This is an optimization exercise on Yosys and OpenROAD, whose aim is a short achievable clock period and few clock cycles, not a production implementation.
Function was checked by simulation only, so behaviour that the tests miss may differ from the original.

<file path="design/flow/design.v">
package mult_div_unit_pkg;
  localparam int MD_DATA_W = 32;
  localparam logic [5:0] FUNCT_MFHI  = 6'h10;
  localparam logic [5:0] FUNCT_MTHI  = 6'h11;
  localparam logic [5:0] FUNCT_MFLO  = 6'h12;
  localparam logic [5:0] FUNCT_MTLO  = 6'h13;
  localparam logic [5:0] FUNCT_MULT  = 6'h18;
  localparam logic [5:0] FUNCT_MULTU = 6'h19;
  localparam logic [5:0] FUNCT_DIV   = 6'h1A;
  localparam logic [5:0] FUNCT_DIVU  = 6'h1B;
  function automatic logic [5:0] md_bitlen(input logic [31:0] v);
    md_bitlen = 6'd0;
    for (int i = 0; i < 32; i++) begin
      if (v[i]) md_bitlen = 6'(i + 1);
    end
  endfunction
endpackage
module mult_div_unit_div_iter (
  input  logic [35:0]     rin,
  input  logic [35:0]     mul_1,
  input  logic [35:0]     mul_3,
  input  logic [35:0]     mul_5,
  input  logic [35:0]     mul_7,
  input  logic [35:0]     mul_9,
  input  logic [35:0]     mul_11,
  input  logic [35:0]     mul_13,
  input  logic [35:0]     mul_15,
  output logic [3:0]      q_digit,
  output logic [31:0]     rem_out,
  output logic [31:0]     rem_neg
);
  logic [35:0] mult [16];
  logic [36:0] diff [16];
  logic [31:0] ndiff [16];
  logic [15:0] ge;
  logic [15:0] sel;
  always_comb begin
    mult[0]  = '0;
    mult[1]  = mul_1;
    mult[2]  = {mul_1[34:0], 1'b0};
    mult[3]  = mul_3;
    mult[4]  = {mul_1[33:0], 2'b0};
    mult[5]  = mul_5;
    mult[6]  = {mul_3[34:0], 1'b0};
    mult[7]  = mul_7;
    mult[8]  = {mul_1[32:0], 3'b0};
    mult[9]  = mul_9;
    mult[10] = {mul_5[34:0], 1'b0};
    mult[11] = mul_11;
    mult[12] = {mul_3[33:0], 2'b0};
    mult[13] = mul_13;
    mult[14] = {mul_7[34:0], 1'b0};
    mult[15] = mul_15;
    for (int m = 0; m < 16; m++) begin
      diff[m]  = {1'b0, rin} - {1'b0, mult[m]};
      ndiff[m] = mult[m][31:0] - rin[31:0];
      ge[m]    = ~diff[m][36];
    end
    for (int m = 0; m < 15; m++) sel[m] = ge[m] & ~ge[m+1];
    sel[15] = ge[15];
    q_digit = '0;
    rem_out = '0;
    rem_neg = '0;
    for (int m = 0; m < 16; m++) begin
      q_digit = q_digit | ({4{sel[m]}} & 4'(m));
      rem_out = rem_out | ({32{sel[m]}} & diff[m][31:0]);
      rem_neg = rem_neg | ({32{sel[m]}} & ndiff[m]);
    end
  end
endmodule
module mult_div_unit #(
  parameter int DATA_W = mult_div_unit_pkg::MD_DATA_W
) (
  input  logic              clk,
  input  logic              rst,
  input  logic              flush,
  input  logic              en,
  input  logic [5:0]        funct,
  input  logic [DATA_W-1:0] operand_1,
  input  logic [DATA_W-1:0] operand_2,
  output logic              busy,
  output logic [DATA_W-1:0] hi,
  output logic [DATA_W-1:0] lo,
  output logic              done
);
  logic        busy_q;       
  logic        last_q;       
  logic        mul_q;        
  logic        dz_q;         
  logic        first_q;      
  logic [2:0]  cnt_q;        
  logic        neg_q_q;
  logic        neg_r_q;
  logic [31:0] hi_q;
  logic [31:0] lo_q;
  logic        is_long;
  logic        is_signed;
  assign is_long   = (funct[5:2] == 4'b0110);
  assign is_signed = ~funct[0];
  logic [32:0] ma;
  logic [33:0] mb;
  logic [63:0] r0 [18];
  logic [63:0] r1 [12];
  logic [63:0] r2 [8];
  logic [63:0] r3 [6];
  logic [63:0] mrow_q [6];
  logic [63:0] r4 [4];
  logic [63:0] r5 [3];
  logic [63:0] r6 [2];
  logic [63:0] product;
  localparam logic [63:0] SIGN_BIAS = 64'h5555_5555_5555_5555 << 33;
  always_comb begin
    logic [2:0]  t;
    logic        neg;
    logic        one;
    logic        two;
    logic [33:0] mag;
    logic [33:0] pp;
    logic [16:0] negs;
    ma = {is_signed & operand_1[31], operand_1};
    mb = {{2{is_signed & operand_2[31]}}, operand_2};
    for (int i = 0; i < 17; i++) begin
      t   = {mb[2*i+1], mb[2*i], (i == 0) ? 1'b0 : mb[2*i-1]};
      neg = t[2] & ~(t[1] & t[0]);
      one = t[1] ^ t[0];
      two = (t == 3'b011) | (t == 3'b100);
      mag = ({34{one}} & {ma[32], ma}) | ({34{two}} & {ma, 1'b0});
      pp  = mag ^ {34{neg}};
      negs[i] = neg;
      r0[i] = 64'({~pp[33], pp[32:0]}) << (2 * i);
    end
    for (int i = 1; i < 17; i++) r0[i] = r0[i] | (64'(negs[i-1]) << (2 * i - 2));
    r0[17] = (-SIGN_BIAS) | (64'(negs[16]) << 32);
    for (int g = 0; g < 6; g++) begin
      r1[2*g]   = r0[3*g] ^ r0[3*g+1] ^ r0[3*g+2];
      r1[2*g+1] = ((r0[3*g] & r0[3*g+1]) | (r0[3*g] & r0[3*g+2]) | (r0[3*g+1] & r0[3*g+2])) << 1;
    end
    for (int g = 0; g < 4; g++) begin
      r2[2*g]   = r1[3*g] ^ r1[3*g+1] ^ r1[3*g+2];
      r2[2*g+1] = ((r1[3*g] & r1[3*g+1]) | (r1[3*g] & r1[3*g+2]) | (r1[3*g+1] & r1[3*g+2])) << 1;
    end
    for (int g = 0; g < 2; g++) begin
      r3[2*g]   = r2[3*g] ^ r2[3*g+1] ^ r2[3*g+2];
      r3[2*g+1] = ((r2[3*g] & r2[3*g+1]) | (r2[3*g] & r2[3*g+2]) | (r2[3*g+1] & r2[3*g+2])) << 1;
    end
    r3[4] = r2[6];
    r3[5] = r2[7];
  end
  always_comb begin
    for (int g = 0; g < 2; g++) begin
      r4[2*g]   = mrow_q[3*g] ^ mrow_q[3*g+1] ^ mrow_q[3*g+2];
      r4[2*g+1] = ((mrow_q[3*g] & mrow_q[3*g+1]) | (mrow_q[3*g] & mrow_q[3*g+2]) |
                   (mrow_q[3*g+1] & mrow_q[3*g+2])) << 1;
    end
    r5[0] = r4[0] ^ r4[1] ^ r4[2];
    r5[1] = ((r4[0] & r4[1]) | (r4[0] & r4[2]) | (r4[1] & r4[2])) << 1;
    r5[2] = r4[3];
    r6[0] = r5[0] ^ r5[1] ^ r5[2];
    r6[1] = ((r5[0] & r5[1]) | (r5[0] & r5[2]) | (r5[1] & r5[2])) << 1;
    product = r6[0] + r6[1];
  end
  logic        sa;
  logic        sb;
  logic [31:0] xa;
  logic [31:0] xb;
  logic [31:0] abs_a;
  logic [35:0] xb36;
  logic [35:0] m1, m3, m5, m7, m9, m11, m13, m15;
  logic [5:0]  len_a;
  logic [5:0]  len_b;
  logic [7:0]  gsum;
  logic [3:0]  groups;
  always_comb begin
    sa    = is_signed & operand_1[31];
    sb    = is_signed & operand_2[31];
    xa    = operand_1 ^ {32{sa}};
    xb    = operand_2 ^ {32{sb}};
    abs_a = xa + 32'(sa);
    xb36  = {4'b0, xb};
    m1  = xb36 + 36'(sb);
    m3  = (xb36 << 1) + xb36 + 36'({sb, sb});
    m5  = (xb36 << 2) + xb36 + 36'({sb, 1'b0, sb});
    m7  = (xb36 << 3) - xb36 + 36'({sb, sb, sb});
    m9  = (xb36 << 3) + xb36 + 36'({sb, 2'b0, sb});
    m11 = (xb36 << 3) + (xb36 << 1) + xb36 + 36'({sb, 1'b0, sb, sb});
    m13 = (xb36 << 3) + (xb36 << 2) + xb36 + 36'({sb, sb, 1'b0, sb});
    m15 = (xb36 << 4) - xb36 + 36'({sb, sb, sb, sb});
    len_a = mult_div_unit_pkg::md_bitlen(xa);
    len_b = mult_div_unit_pkg::md_bitlen(xb);
    gsum  = {2'b0, len_a} + 8'(sa) - {2'b0, len_b} + 8'd4;
    if (gsum[7] || gsum[6:2] == 5'd0) groups = 4'd1;
    else if (gsum[6:2] > 5'd8)        groups = 4'd8;
    else                               groups = 4'(gsum[6:2]);
  end
  logic [31:0] abs_a_q;
  logic [35:0] m1_q, m3_q, m5_q, m7_q, m9_q, m11_q, m13_q, m15_q;
  logic [31:0] rem_q;
  logic [31:0] quo_q;
  logic [31:0] nquo_q;       
  logic [35:0] rin;
  logic [3:0]  q_digit;
  logic [31:0] rem_next;
  logic [31:0] rem_neg;
  logic [31:0] quo_next;
  logic [31:0] nquo_next;
  logic [31:0] quo_final;
  logic [31:0] rem_final;
  always_comb begin
    if (first_q) rin = 36'(abs_a_q >> (4 * cnt_q));
    else         rin = {rem_q, abs_a_q[4*cnt_q +: 4]};
  end
  mult_div_unit_div_iter u_div_iter (
    .rin     (rin),
    .mul_1   (m1_q),
    .mul_3   (m3_q),
    .mul_5   (m5_q),
    .mul_7   (m7_q),
    .mul_9   (m9_q),
    .mul_11  (m11_q),
    .mul_13  (m13_q),
    .mul_15  (m15_q),
    .q_digit (q_digit),
    .rem_out (rem_next),
    .rem_neg (rem_neg)
  );
  always_comb begin
    quo_next  = {quo_q[27:0], q_digit};
    nquo_next = (q_digit != 4'd0) ? {~quo_q[27:0], 4'(5'd16 - 5'(q_digit))} : {nquo_q[27:0], 4'd0};
    quo_final = neg_q_q ? nquo_next : quo_next;
    rem_final = neg_r_q ? rem_neg : rem_next;
  end
  always_ff @(posedge clk) begin
    for (int i = 0; i < 6; i++) mrow_q[i] <= r3[i];
    if (!busy_q) begin
      abs_a_q <= abs_a;
      m1_q    <= m1;
      m3_q    <= m3;
      m5_q    <= m5;
      m7_q    <= m7;
      m9_q    <= m9;
      m11_q   <= m11;
      m13_q   <= m13;
      m15_q   <= m15;
      cnt_q   <= 3'(groups - 4'd1);
      neg_q_q <= sa ^ sb;
      neg_r_q <= sa;
      dz_q    <= funct[1] & (operand_2 == 32'd0);
      mul_q   <= ~funct[1];
      last_q  <= ~funct[1] | (operand_2 == 32'd0) | (groups == 4'd1);
      first_q <= 1'b1;
      quo_q   <= '0;
      nquo_q  <= '0;
    end else begin
      first_q <= 1'b0;
      cnt_q   <= cnt_q - 3'd1;
      last_q  <= (cnt_q == 3'd1);
      rem_q   <= rem_next;
      quo_q   <= quo_next;
      nquo_q  <= nquo_next;
    end
    if (rst || flush) busy_q <= 1'b0;
    else if (busy_q)  busy_q <= ~last_q;
    else              busy_q <= en & is_long;
    if (rst) begin
      hi_q <= '0;
      lo_q <= '0;
    end else if (!flush) begin
      if (busy_q) begin
        if (last_q && !dz_q) begin
          hi_q <= mul_q ? product[63:32] : rem_final;
          lo_q <= mul_q ? product[31:0]  : quo_final;
        end
      end else if (en && funct == mult_div_unit_pkg::FUNCT_MTHI) begin
        hi_q <= operand_1;
      end else if (en && funct == mult_div_unit_pkg::FUNCT_MTLO) begin
        lo_q <= operand_1;
      end
    end
  end
  assign busy = busy_q ? ~last_q : is_long;
  assign done = busy_q & last_q & ~flush;
  assign hi   = hi_q;
  assign lo   = lo_q;
endmodule
</file>
<file path="design/flow/run.sh">
#!/bin/bash
# synth_recipe.tcl (not shown) runs the flow's synth.tcl, then flattens the netlist and writes it again
# the make line also repeats each setting of config.mk as NAME=value (left out here)
make -C /OpenROAD-flow-scripts/flow DESIGN_CONFIG=/design/flow/config.mk WORK_HOME=/design/flow/orfs CLKGATE_MAP_FILE= SYNTH_SCRIPT=/design/flow/synth_recipe.tcl finish
</file>
<file path="design/flow/config.mk">
export PLATFORM = sky130hd
export DESIGN_NAME = mult_div_unit
export DESIGN_NICKNAME = mult_div_unit
export VERILOG_FILES = /design/flow/design.v
export SDC_FILE = /design/flow/constraint.sdc
export NUM_CORES = 4
export LEC_CHECK = 0
export CAP_MARGIN = 20
export CORE_MARGIN = 2
export CORE_UTILIZATION = 40
export SLEW_MARGIN = 20
</file>
<file path="design/flow/constraint.sdc">
create_clock -name core_clock -period 10.0 [get_ports {clk}]
set_input_delay 2.0000 -clock core_clock [delete_from_list [all_inputs] [get_ports {clk}]]
set_output_delay 2.0000 -clock core_clock [all_outputs]
set_load 0.01 [all_outputs]
</file>
==> results.toml, run 1 <==
[logic_synthesis]
synth-compound-area-share = 0.265
postSynthCellCount = 14513
synth_top_area_share = 0.159
synth_mux_area_frac = 0.0106
synth_warnings = 13
synth-simple-area-share = 0.137
synth-adder-area-share = 0.242
synth.avg_cell_area_sq_um = 8.03
syn_area_sq_um = 117000
ys_types = 115
ys.flop_type = "dfxtp_1"
synth_xor_area_frac = 0.125
ys_seq_area_frac = 0.151
synth_top_family_by_area = "compound AO/OA/AOI/OAI gates"
syn_nets = 16549
yosysTopAreaCell = "ha_1"
synth-seq-cells = 713
synthArstFlopShare = 0
synth_area_leaders = "ha_1 16%, xnor2_1 9.3%, edfxtp_1 8.6%, fa_1 8.2%, dfxtp_1 6.5%"
synth-edff-count = 334

[setup_path]
max_stage_delay_ns = 0.88
crit_type = "reg -> reg"
cp-end-kind = "flip-flop"
critPathArrivalTime_ns = 10.41
crit_buf_inv = 5
path_delay_family = "compound AO/OA/AOI/OAI gates"
crit_fanout = 27
startpoint_type = "flip-flop"
critPathSlowestCell = "dfxtp_1"
required_ns = 10.62

[global_routing]
grt_use_total = 0.481
grt_pass1_vias = 116137
grt_max_degree = 80
antenna_found_initial = 112
grt-ovfl-total = 0
grt_pass1_wl_um = 983000

[layout]
fill_cells = 29840
syn2layout_area_growth_pct = 9.44
nets = 16463
layout-drive-gt1-share = 0.0760
fin_area_sq_um = 128000

[timing]
setup_viol = 0
worstMarginPinSlew_ns = 1.27
fmax_mhz = 102
slew_violations = 0
rsz0062_at_grt = "no"
skew_ns = 0.0455
timing.hold.ws_ns = 0.450
finalSetupTns_ns = 0
slew_headroom = 0.146
setup_slack_ns = 0.210
fin_crit_ns = 9.79
finalCritPeriodShare = 0.979
hold_violations = 0

[hold_path]
worst_hold_path_type = "reg -> reg"

[placed_design]
pre_cts_ws_ns = 0.599
numPortBuffers = 139
place_area_sq_um = 125000
gp_congestion = 1.10
dp_hpwl_um = 603000

[cts]
cts_setup_buffers = 0
cts_made_buffers = 83
clock_path_buffers = 3
htree_levels = 3
clk_pin_slew_ns = 0.07
cts-root-buf = "clkbuf_16"
clk_latency_ns = 0.74
clock-sinks = 713
cts_tree = "yes"

[drt]
wl_met3_um = 86100
vias = 121605
ant_nets = 0
vias_per_cell = 6.60
wl_met1_um = 285000
met2_length_um = 294000
drc = 0
routedWlPerCell_um = 39.8
drtIter0Drc = 16895
first_pass_iters = 8
routed_wl_um = 733000
top_layer = "met5"

[die]
row_count = 198
io_pins = 140
fp.dieW_um = 544
die_h_um = 544
dieArea_sq_um = 296000
initial_core_util = 0.401
coreArea_sq_um = 290000

[run_status]
status = "complete, no violations"

[job]
max-cap-violations = 0
[worst register-to-register path, delay by kind of cell, from the launching register on]
kind | cells | cell delay, ns
muxes | 3 | 0.85
adders and majority gates | 2 | 0.62
buffers and inverters | 5 | 0.98
AOI/OAI and AO/OA | 15 | 4.39
and+or+nand+nor | 7 | 1.94
DFF | 1 | 0.88
[cell usage in the layout, fill, tap and decap left out, drive strengths merged, types with 138 or more instances in the layout]
master	count
a221oi	138
dfxtp	379
fa	480
o21bai	222
nand2	816
xor2	426
nor2	972
a22oi	536
inv	1164
nand3	222
nor3	269
nor2b	171
nand2b	195
buf	673
edfxtp	334
ha	1482
xnor2	1238
o21ai	752
nand4	145
a21oi	1141
o21a	159
a21o	516
[per-stage QoR]
step	util	cells
after detailed placement	0.430	18242
final	0.439	18432
after global placement	0.429	18241
after CTS	0.439	18395
after floorplan	-	14513
after global routing	0.439	18403
[worst paths after layout]
kind / slack [ns] / start / to / depth (start not counted)
worst min-delay path: 0.45 / quo_q[13]$_SDFF_PN0_ / quo_q[17]$_SDFF_PN0_ / 2
worst max register to register: 0.21 / cnt_q[1]$_DFF_P_ / lo_q[16]$_SDFFE_PP0P_ / 32
worst min register to register: 0.45 / quo_q[13]$_SDFF_PN0_ / quo_q[17]$_SDFF_PN0_ / 2
worst max-delay path: 0.21 / cnt_q[1]$_DFF_P_ / lo_q[16]$_SDFFE_PP0P_ / 32
[Yosys cell counts (137+ instances only)]
cell type	count
xor2_1	426
ha_1	1482
xnor2_1	1237
o21bai_1	222
nor2_1	971
nand4_1	144
a22oi_1	536
a21o_1	516
o21a_1	159
nor3_1	268
a221oi_1	137
fa_1	480
dfxtp_1	379
nor2b_1	170
clkbuf_1	793
a21oi_1	1141
edfxtp_1	334
nand2_1	815
inv_1	1141
nand3_1	221
nand2b_1	195
o21ai_0	699
[metal layers]
| layer | global-route usage | vias up |
|---|---|---|
| met5 | 0 | - |
| met4 | 0.363 | 80 |
| met3 | 0.159 | 2182 |
| met2 | 0.689 | 7845 |
| met1 | 0.596 | 59955 |
| li1 | - | 51543 |
[flip-flops by register name, indices dropped and copies added, names as in the netlist, 31 cells and up]
register  count
lo_q         32
m5_q         32
m15_q        36
abs_a_q      32
mrow_q      253
hi_q         32
rem_q        32
m3_q         31
m7_q         33
m11_q        35
m9_q         34
m13_q        35
[area by class of cell]
cell class              count  area [sq um]  share of cell area
multi-input cells       11689         91400               0.716
flip-flops and latches    713         17600               0.138
repair buffers            775          6470              0.0508
well taps                3900          4880              0.0383
inverters                1165          4380              0.0343
clock buffers             105          2250              0.0177
clock inverters            48           488             0.00383
diodes                     37          92.6            0.000726
[logic make-up (layout without fill, tap and decap cells)]
group,count (synthesis),after routing
AOI/OAI and AO/OA,4627,4627
adders and majority gates,1965,1965
muxes,109,109
DFF,713,713
xor gates and xnor gates,1666,1666
and+or+nand+nor,3322,3322
buffers and inverters,2111,2093
other,0,37
[what timing repair did]
action,4_1_cts,5_1_grt
endpoints found under the setup margin,0,11
resized for setup,0,1
hold buffers,0,0
Testbench counts, summed over its fixed seeds: cycles 13,253.
==> inputs of run 2 (changes only) <==
--- a/design/flow/config.mk
+++ b/design/flow/config.mk
@@ -5,7 +5,10 @@
 export SDC_FILE = /design/flow/constraint.sdc
 export NUM_CORES = 4
 export LEC_CHECK = 0
+export ABC_CLOCK_PERIOD_IN_PS = 3000
 export CAP_MARGIN = 20
 export CORE_MARGIN = 2
 export CORE_UTILIZATION = 40
+export SETUP_SLACK_MARGIN = 5
 export SLEW_MARGIN = 20
+export TNS_END_PERCENT = 100
==> run 2 against run 1 <==
Net effect: via count is 6.0% higher; design area grew 17%; synthesized cell count stayed put; setup slack gained 2.4 ns; routed wire length rose by 4.0%.
==> results.toml, run 2 <==
[die]
fp.dieW_um = 544
coreArea_sq_um = 290000
io_pins = 140
die_h_um = 544
initial_core_util = 0.401
row_count = 198
dieArea_sq_um = 296000

[logic_synthesis]
syn_nets = 16549
synth_top_area_share = 0.159
postSynthCellCount = 14513
synth-edff-count = 334
synthArstFlopShare = 0
synth_warnings = 13
ys_seq_area_frac = 0.151
synth.avg_cell_area_sq_um = 8.03
synth_most_common_cell = "ha_1"
ys.flop_type = "dfxtp_1"
synth_area_leaders = "ha_1 16%, xnor2_1 9.3%, edfxtp_1 8.6%, fa_1 8.2%, dfxtp_1 6.5%"
syn_area_sq_um = 117000
synth-seq-cells = 713
ys_top_cells_by_count = "1482 x ha_1, 1237 x xnor2_1, 1141 x a21oi_1, 1141 x inv_1, 971 x nor2_1"
ys_types = 115
yosysTopAreaCell = "ha_1"

[cts]
clk_pin_slew_ns = 0.08
clock_path_buffers = 3
htree_levels = 3
cts_tree = "yes"
clock-sinks = 713
clk_latency_ns = 0.74
cts-root-buf = "clkbuf_16"
cts_made_buffers = 83

[layout]
largest_register_ffs = 253
finalNonFillerCells = 19395
layout-drive-gt1-share = 0.225
nets = 17414
reg_top3 = "mrow_q x253, m15_q x36"
layout_common_cells = "1397 x ha_1, 1131 x xnor2_1, 1089 x inv_1"
fill_cells = 27670
syn2layout_area_growth_pct = 28.1
final_common_cell = "ha_1"
top_register = "mrow_q"
fin_area_sq_um = 149000

[drt]
drc = 0
ant_nets = 0
vias = 128847
vias_per_cell = 6.64
routedWlPerCell_um = 39.3
first_pass_iters = 9
routed_wl_um = 762000
drtIter0Drc = 17485

[global_routing]
grt_max_degree = 86
grt-ovfl-total = 0
antenna_found_initial = 79
grt_pass1_wl_um = 1010000
grt_pass1_vias = 122262
grt_use_total = 0.493

[timing]
finalCritPeriodShare = 0.737
skew_ns = 0.0520
slew_headroom = 0.102
worstMarginPinSlew_ns = 1.34
fin_crit_ns = 7.37
setup_slack_ns = 2.63
rsz0062_at_grt = "yes"
setup_viol = 0
hold_violations = 0
fmax_mhz = 136
slew_violations = 0

[placed_design]
gp_congestion = 1.11
numPortBuffers = 139
dp_hpwl_um = 584000
placed_cells = 18179
place_area_sq_um = 125000
pre_cts_ws_ns = 0.186

[setup_path]
startpoint_type = "flip-flop"
worst_r2r_endpoint = "hi_q[16]$_SDFFE_PP0P_"
critPathArrivalTime_ns = 7.95
crit_end = "hi_q[16]$_SDFFE_PP0P_"
path_delay_family = "compound AO/OA/AOI/OAI gates"
crit_start = "cnt_q[1]$_DFF_P_"
max_stage_delay_ns = 0.57
ff2ff_setup_slack_ns = 2.63
crit_top_cell = "buf_4"
crit_fanout = 4
required_ns = 10.58
critPathSlowestCell = "o211ai_1"
crit_buf_inv = 15
cp-end-kind = "flip-flop"
crit_type = "reg -> reg"
r2r_start = "cnt_q[1]$_DFF_P_"
reg2regPathDepth = 39
cp.depth = 39

[hold_path]
hold_start = "lo_q[31]$_SDFFE_PP0P_"
worst_hold_path_type = "reg -> reg"

[job]
max-cap-violations = 0

[run_status]
status = "complete, no violations"
[run 2: cell counts after synthesis]
No cell type changed its count.
[run 2: worst min path at each step]
stage	end	slack, ns	cells after the start
6_report	lo_q[31]$_SDFFE_PP0P_	0.46	2
5_1_grt	lo_q[31]$_SDFFE_PP0P_	0.48	2
4_1_cts	lo_q[31]$_SDFFE_PP0P_	0.46	2
3_5_place_dp	quo_q[9]$_SDFF_PN0_	0.44	2
3_3_place_gp	quo_q[15]$_SDFF_PN0_	0.44	2
2_1_floorplan	quo_q[10]$_SDFF_PN0_	0.42	2
[run 2: routing by layer]
layer  vias up  share of wire  GRT usage
met5         -        0.00071   0.000162
met1     63334           0.36      0.586
met4        50           0.11      0.418
met3      2836           0.12      0.166
met2      9115           0.40      0.713
li1      53512              -          -
[run 2: layout make-up]
| type | instances | area [sq um] | share of cell area |
|---|---|---|---|
| repair buffers | 1721 | 17300 | 0.116 |
| clock buffers | 111 | 2300 | 0.0154 |
| flip-flops and latches | 713 | 17600 | 0.118 |
| inverters | 1165 | 4560 | 0.0306 |
| clock inverters | 43 | 458 | 0.00307 |
| multi-input cells | 11694 | 102000 | 0.683 |
| well taps | 3900 | 4880 | 0.0327 |
| diodes | 48 | 120 | 0.000805 |
[run 2: metrics by stage]
step | hold slack, ns | utilization | setup TNS, ns
floorplan | 0.424 | - | 0
finish | 0.456 | 0.514 | 0
detailed placement | 0.441 | 0.430 | 0
CTS | 0.456 | 0.495 | 0
global route | 0.482 | 0.514 | 0
global placement | 0.440 | 0.430 | -0.0136
[run 2: cells by family after synthesis]
| logic type | after synthesis | share of synthesized area |
|---|---|---|
| AO/OA/AOI/OAI | 4627 | 0.265 |
| multiplexers | 109 | 0.0106 |
| buffers and inverters | 2111 | 0.0687 |
| XOR/XNOR | 1666 | 0.125 |
| adder cells (fa/ha/maj) | 1965 | 0.242 |
| AND/OR/NAND/NOR | 3322 | 0.137 |
| flip-flops | 713 | 0.151 |
[run 2: what timing repair did]
item | in CTS | in global routing
hold buffers | 0 | 0
buffers inserted | 727 | 242
resized for setup | 1989 | 733
pin swaps | 658 | 570
endpoints found under the setup margin | 561 | 417
cloned | 36 | 8
[run 2: worst min-delay path: stages, from the launching register on]
cell and delay [ns]:
dfxtp_1 0.31, nand2_1 0.05, a21oi_1 0.05

==> re-timing with driven ports <==
Ports are ideal in the flow. The routed layouts listed here were re-timed in OpenROAD. Step 1, drivers: a clkbuf_16 drives clk and a buf_2 each remaining input, both assumed. Step 2 also shifts input and output timing later by t, the mid clock arrival at the registers, as if the neighbouring blocks saw the same clock. Three values: no drivers, after step 1, after step 2; two values: the first two.
run | t, ns | setup slack, ns | worst setup path at the end | slew at the worst register clock pin (ns) | cell pins on the clock port's net
run 1 | 0.812 | 0.210 / 0.210 / 0.210 | register to register | 0.10 / 0.10 | 1
run 2 | 0.813 | 2.626 / 2.626 / 2.107 | input to register | 0.09 / 0.09 | 1
After both steps every run listed still meets setup and hold. For run 2, which loses most, drivers alone change the setup slack by 0.000 ns; drivers and shift together by -0.519 ns.
